From an optimization exercise on the open Yosys and OpenROAD flow, aimed at small area, a short achievable clock period and few clock cycles per item; shortcuts taken in it are not production practice. Function was checked by simulation only, so behaviour that the tests miss may differ from the original.

==> module q16_16_fixed_point_alu, before the edit <==
module q16_16_fixed_point_alu #(
	parameter int FRAC_BITS = 16
) (
	input  wire logic                            clk,
	input  wire logic                            arst_n,
	input  wire logic                            in_valid,
	output logic                                 in_ready,
	input  wire logic [q16alu_pkg::CMD_W-1:0]    cmd,
	input  wire logic signed [q16alu_pkg::DATA_W-1:0] operand_a,
	input  wire logic signed [q16alu_pkg::DATA_W-1:0] operand_b,
	output logic                                 out_valid,
	input  wire logic                            out_ready,
	output logic signed [q16alu_pkg::DATA_W-1:0] result,
	output logic                                 divide_by_zero
);
	localparam logic [2:0] CMD_MUL   = 3'd0;
	localparam logic [2:0] CMD_DIV   = 3'd1;
	localparam logic [2:0] CMD_SIGN  = 3'd2;
	localparam logic [2:0] CMD_FLOOR = 3'd3;
	localparam logic [2:0] CMD_CEIL  = 3'd4;
	localparam logic [2:0] CMD_ROUND = 3'd5;
	localparam logic [2:0] CMD_ABS   = 3'd6;
	logic        s_pre, s_div, s_fin, s_mul;	 
	logic [5:0]  cnt;
	logic        neg;
	logic        c_one, c_two, c_neg;	 
	logic [33:0] R;
	logic [31:0] Q, D;
	logic        dz, ov;
	logic [33:0] X, Y, S;
	logic        sub, bit_in;
	logic [33:0] dsx;
	assign bit_in = !cnt[5] && Q[31];
	assign dsx    = {{2{D[31]}}, D};
	assign S      = X + (Y ^ {34{sub}}) + {33'd0, sub};
	logic x_div, x_sh, x_r, y_q, y_d, y_2d;
	always_comb begin
		x_div = s_div;
		x_sh  = s_mul && cnt <= 6'd8;
		x_r   = !(s_div || x_sh || s_fin);
		X = ({34{x_div}} & {R[32:0], bit_in})
		  | ({34{x_sh}}  & {{2{R[33]}}, R[33:2]})
		  | ({34{x_r}}   & R);
		y_q  = s_pre || s_fin;
		y_d  = s_div || (s_mul && c_one);
		y_2d = s_mul && c_two;
		Y = ({34{y_q}}  & {2'b0, Q})
		  | ({34{y_d}}  & dsx)
		  | ({34{y_2d}} & {dsx[32:0], 1'b0});
		sub = (s_pre && Q[31]) || (s_fin && neg) || (s_div && (!R[33] ^ D[31])) || (s_mul && c_neg);
	end
	logic [15:0] fr, inc;
	logic        a_zero, b_zero, fr_nz, up, triv, dz_in;
	logic [31:0] tv;
	always_comb begin
		fr     = operand_a[15:0];
		inc    = operand_a[31:16] + 16'd1;
		a_zero = operand_a == '0;
		b_zero = operand_b == '0;
		fr_nz  = fr != '0;
		up     = fr[15] && (!operand_a[31] || fr[14:0] != '0);
		dz_in  = (cmd == CMD_DIV) && b_zero;
		triv   = !(cmd == CMD_ABS || (cmd[2:1] == 2'b00 && !a_zero && !b_zero));
		case (cmd)
			CMD_SIGN:  tv = a_zero ? '0 : (operand_a[31] ? '1 : 32'd1);
			CMD_FLOOR: tv = {operand_a[31:16], 16'd0};
			CMD_CEIL:  tv = fr_nz ? {inc, 16'd0} : operand_a;
			CMD_ROUND: tv = up ? {inc, 16'd0} : {operand_a[31:16], 16'd0};
			default:   tv = '0;
		endcase
	end
	function automatic logic [2:0] booth(input logic [2:0] b);	 
		case (b)
			3'b001, 3'b010: booth = 3'b100;
			3'b101, 3'b110: booth = 3'b101;
			3'b011:         booth = 3'b010;
			3'b100:         booth = 3'b011;
			default:        booth = {2'b00, b[2]};
		endcase
	endfunction
	logic [31:0] xb, tb, tbs;
	logic        skip;
	always_comb begin
		xb = D ^ {32{D[31]}};
		tb[31] = xb[31];
		for (int i = 30; i >= 0; i--)
			tb[i] = tb[i+1] | xb[i];
		tbs = {9'd0, tb[31:9]};
		skip = tb[9] && !R[33] && (R[31:0] & ~tbs) == '0 && (cnt <= 6'd24 || (cnt >= 6'd32 && cnt <= 6'd40));
	end
	logic take, mlast, dlast, done;
	assign in_ready = !(s_pre || s_div || s_fin || s_mul) && (!ov || out_ready);
	assign take     = in_valid && in_ready;
	assign mlast    = (cnt == 6'd15) || (cnt[3] && (Q[31:1] == '0 || Q[31:1] == '1));
	assign dlast    = skip ? cnt == 6'd40 : cnt == 6'd47;
	assign done     = s_fin || (s_mul && mlast);
	always_ff @(posedge clk or negedge arst_n) begin
		if (!arst_n) begin
			s_pre <= 1'b0;
			s_div <= 1'b0;
			s_fin <= 1'b0;
			s_mul <= 1'b0;
			ov    <= 1'b0;
		end else begin
			if (ov && out_ready)
				ov <= 1'b0;
			if (done) begin
				ov    <= 1'b1;
				s_fin <= 1'b0;
				s_mul <= 1'b0;
			end
			if (s_pre) begin
				s_pre <= 1'b0;
				s_div <= 1'b1;
			end
			if (s_div && dlast) begin
				s_div <= 1'b0;
				s_fin <= 1'b1;
			end
			if (take) begin
				if (triv)
					ov <= 1'b1;
				else if (cmd == CMD_ABS)
					s_fin <= 1'b1;
				else if (cmd[0] && operand_a[31])
					s_pre <= 1'b1;
				else if (cmd[0])
					s_div <= 1'b1;
				else
					s_mul <= 1'b1;
			end
		end
	end
	logic        d_sk8, d_one, m_one, r_en, q_en;
	logic [33:0] r_n;
	logic [31:0] q_n;
	logic [7:0]  nb8;
	always_comb begin
		d_sk8 = s_div && skip;
		d_one = s_div && !skip;
		m_one = s_mul;
		nb8 = cnt[5] ? 8'd0 : Q[31:24];
		r_n = ({34{take}} & {2'b0, tv})
		    | ({34{d_one || m_one || s_fin}} & S)
		    | ({34{d_sk8}} & {2'b0, R[23:0], nb8});
		r_en = take || s_div || m_one || s_fin;
		q_n = ({32{take}} & operand_a)
		    | ({32{s_pre}} & S[31:0])
		    | ({32{d_one}} & {Q[30:0], !S[33]})
		    | ({32{d_sk8}} & {Q[23:0], 8'd0})
		    | ({32{m_one}} & {{2{Q[31]}}, Q[31:2]});
		q_en = take || s_pre || s_div || s_mul;
	end
	always_ff @(posedge clk) begin
		if (r_en)
			R <= r_n;
		if (q_en)
			Q <= q_n;
		if (s_div)
			cnt <= cnt + (skip ? 6'd8 : 6'd1);
		if (s_mul) begin
			{c_one, c_two, c_neg} <= booth(Q[3:1]);
			if (cnt[3])
				D <= {D[29:0], 2'b0};
			cnt <= cnt + 6'd1;
		end
		if (take) begin
			neg  <= operand_a[31] ^ (operand_b[31] && cmd != CMD_ABS);
			D    <= operand_b;
			dz   <= dz_in;
			cnt  <= 6'd0;
			{c_one, c_two, c_neg} <= booth({operand_a[1:0], 1'b0});
		end
	end
	assign out_valid      = ov;
	assign result         = R[31:0];
	assign divide_by_zero = dz;
endmodule
Settings: LEC_CHECK=0, CAP_MARGIN=20, CORE_MARGIN=2, CORE_UTILIZATION=40, SETUP_SLACK_MARGIN=5, SLEW_MARGIN=20; clock period 10.0 ns.
standard.sh (not shown) runs the stock make flow with config.mk's settings and CLKGATE_MAP_FILE= SYNTH_SCRIPT=/design/flow/synth_recipe.tcl, a recipe that flattens the netlist after the stock synthesis.
==> flow/flow/run.sh <==
#!/bin/bash
set -euo pipefail
bash standard.sh SETUP_SLACK_MARGIN=5.5 finish > flow_make.log 2>&1
Testbench counts at the start, summed over its fixed seeds: cycles 147,640, items 24,000.
Rerun with:
--- a/flow/design.v
+++ b/flow/design.v
@@ -96,6 +96,7 @@
 		endcase
 	endfunction
-	logic [31:0] xb, tb, tbs;
-	logic        skip;
+	localparam int G = 4;
+	logic [31:0] xb, tb;
+	logic        skip, rsmall;
 	always_comb begin
 		xb = D ^ {32{D[31]}};
@@ -103,6 +104,9 @@
 		for (int i = 30; i >= 0; i--)
 			tb[i] = tb[i+1] | xb[i];
-		tbs = {9'd0, tb[31:9]};
-		skip = tb[9] && !R[33] && (R[31:0] & ~tbs) == '0 && (cnt <= 6'd24 || (cnt >= 6'd32 && cnt <= 6'd40));
+		rsmall = !R[33];
+		for (int k = 0; k < 32 / G; k++)
+			if (G * k + G + 8 > 31 || !tb[(G * k + G + 8) & 31])
+				if (R[G * k +: G] != '0) rsmall = 1'b0;
+		skip = tb[8] && rsmall && (cnt <= 6'd24 || (cnt >= 6'd32 && cnt <= 6'd40));
 	end
 	logic take, mlast, dlast, done;
Via count is lower by 4.4%.
Count of clock-buffer cells in the layout decreases by 2.
Cell count falls by 5.6%.
Worst setup slack improves by 83 ps.
Wire length went down by 5.5%.
Testbench counts after the change, summed over its fixed seeds: cycles 151,301, items 24,000.

## static timing again, ports no longer ideal
The flow's constraints put no driver on any port. The routed layouts listed below were extracted and timed again, unchanged, in two steps.
Step 1, drivers: a clkbuf_16 drives clk and a buf_2 each remaining input, both assumed.
Step 2 times the ports against the registers' clock, not the clock port: input delays grow and output delays shrink by t, the midpoint of the rising clock arrivals with the driver on.
Slacks: ideal / step 1 / step 2; pairs: ideal / step 1.
run	t (ns)	slack for setup (ns)	worst setup path at the end
the first run	0.480	5.473 / 5.435 / 5.188	input to register
the second run	0.471	5.556 / 5.513 / 5.110	input to register
After both steps every run listed still meets setup and hold. For the second run, which loses most, drivers alone change the setup slack by -0.043 ns; drivers and shift together by -0.446 ns.
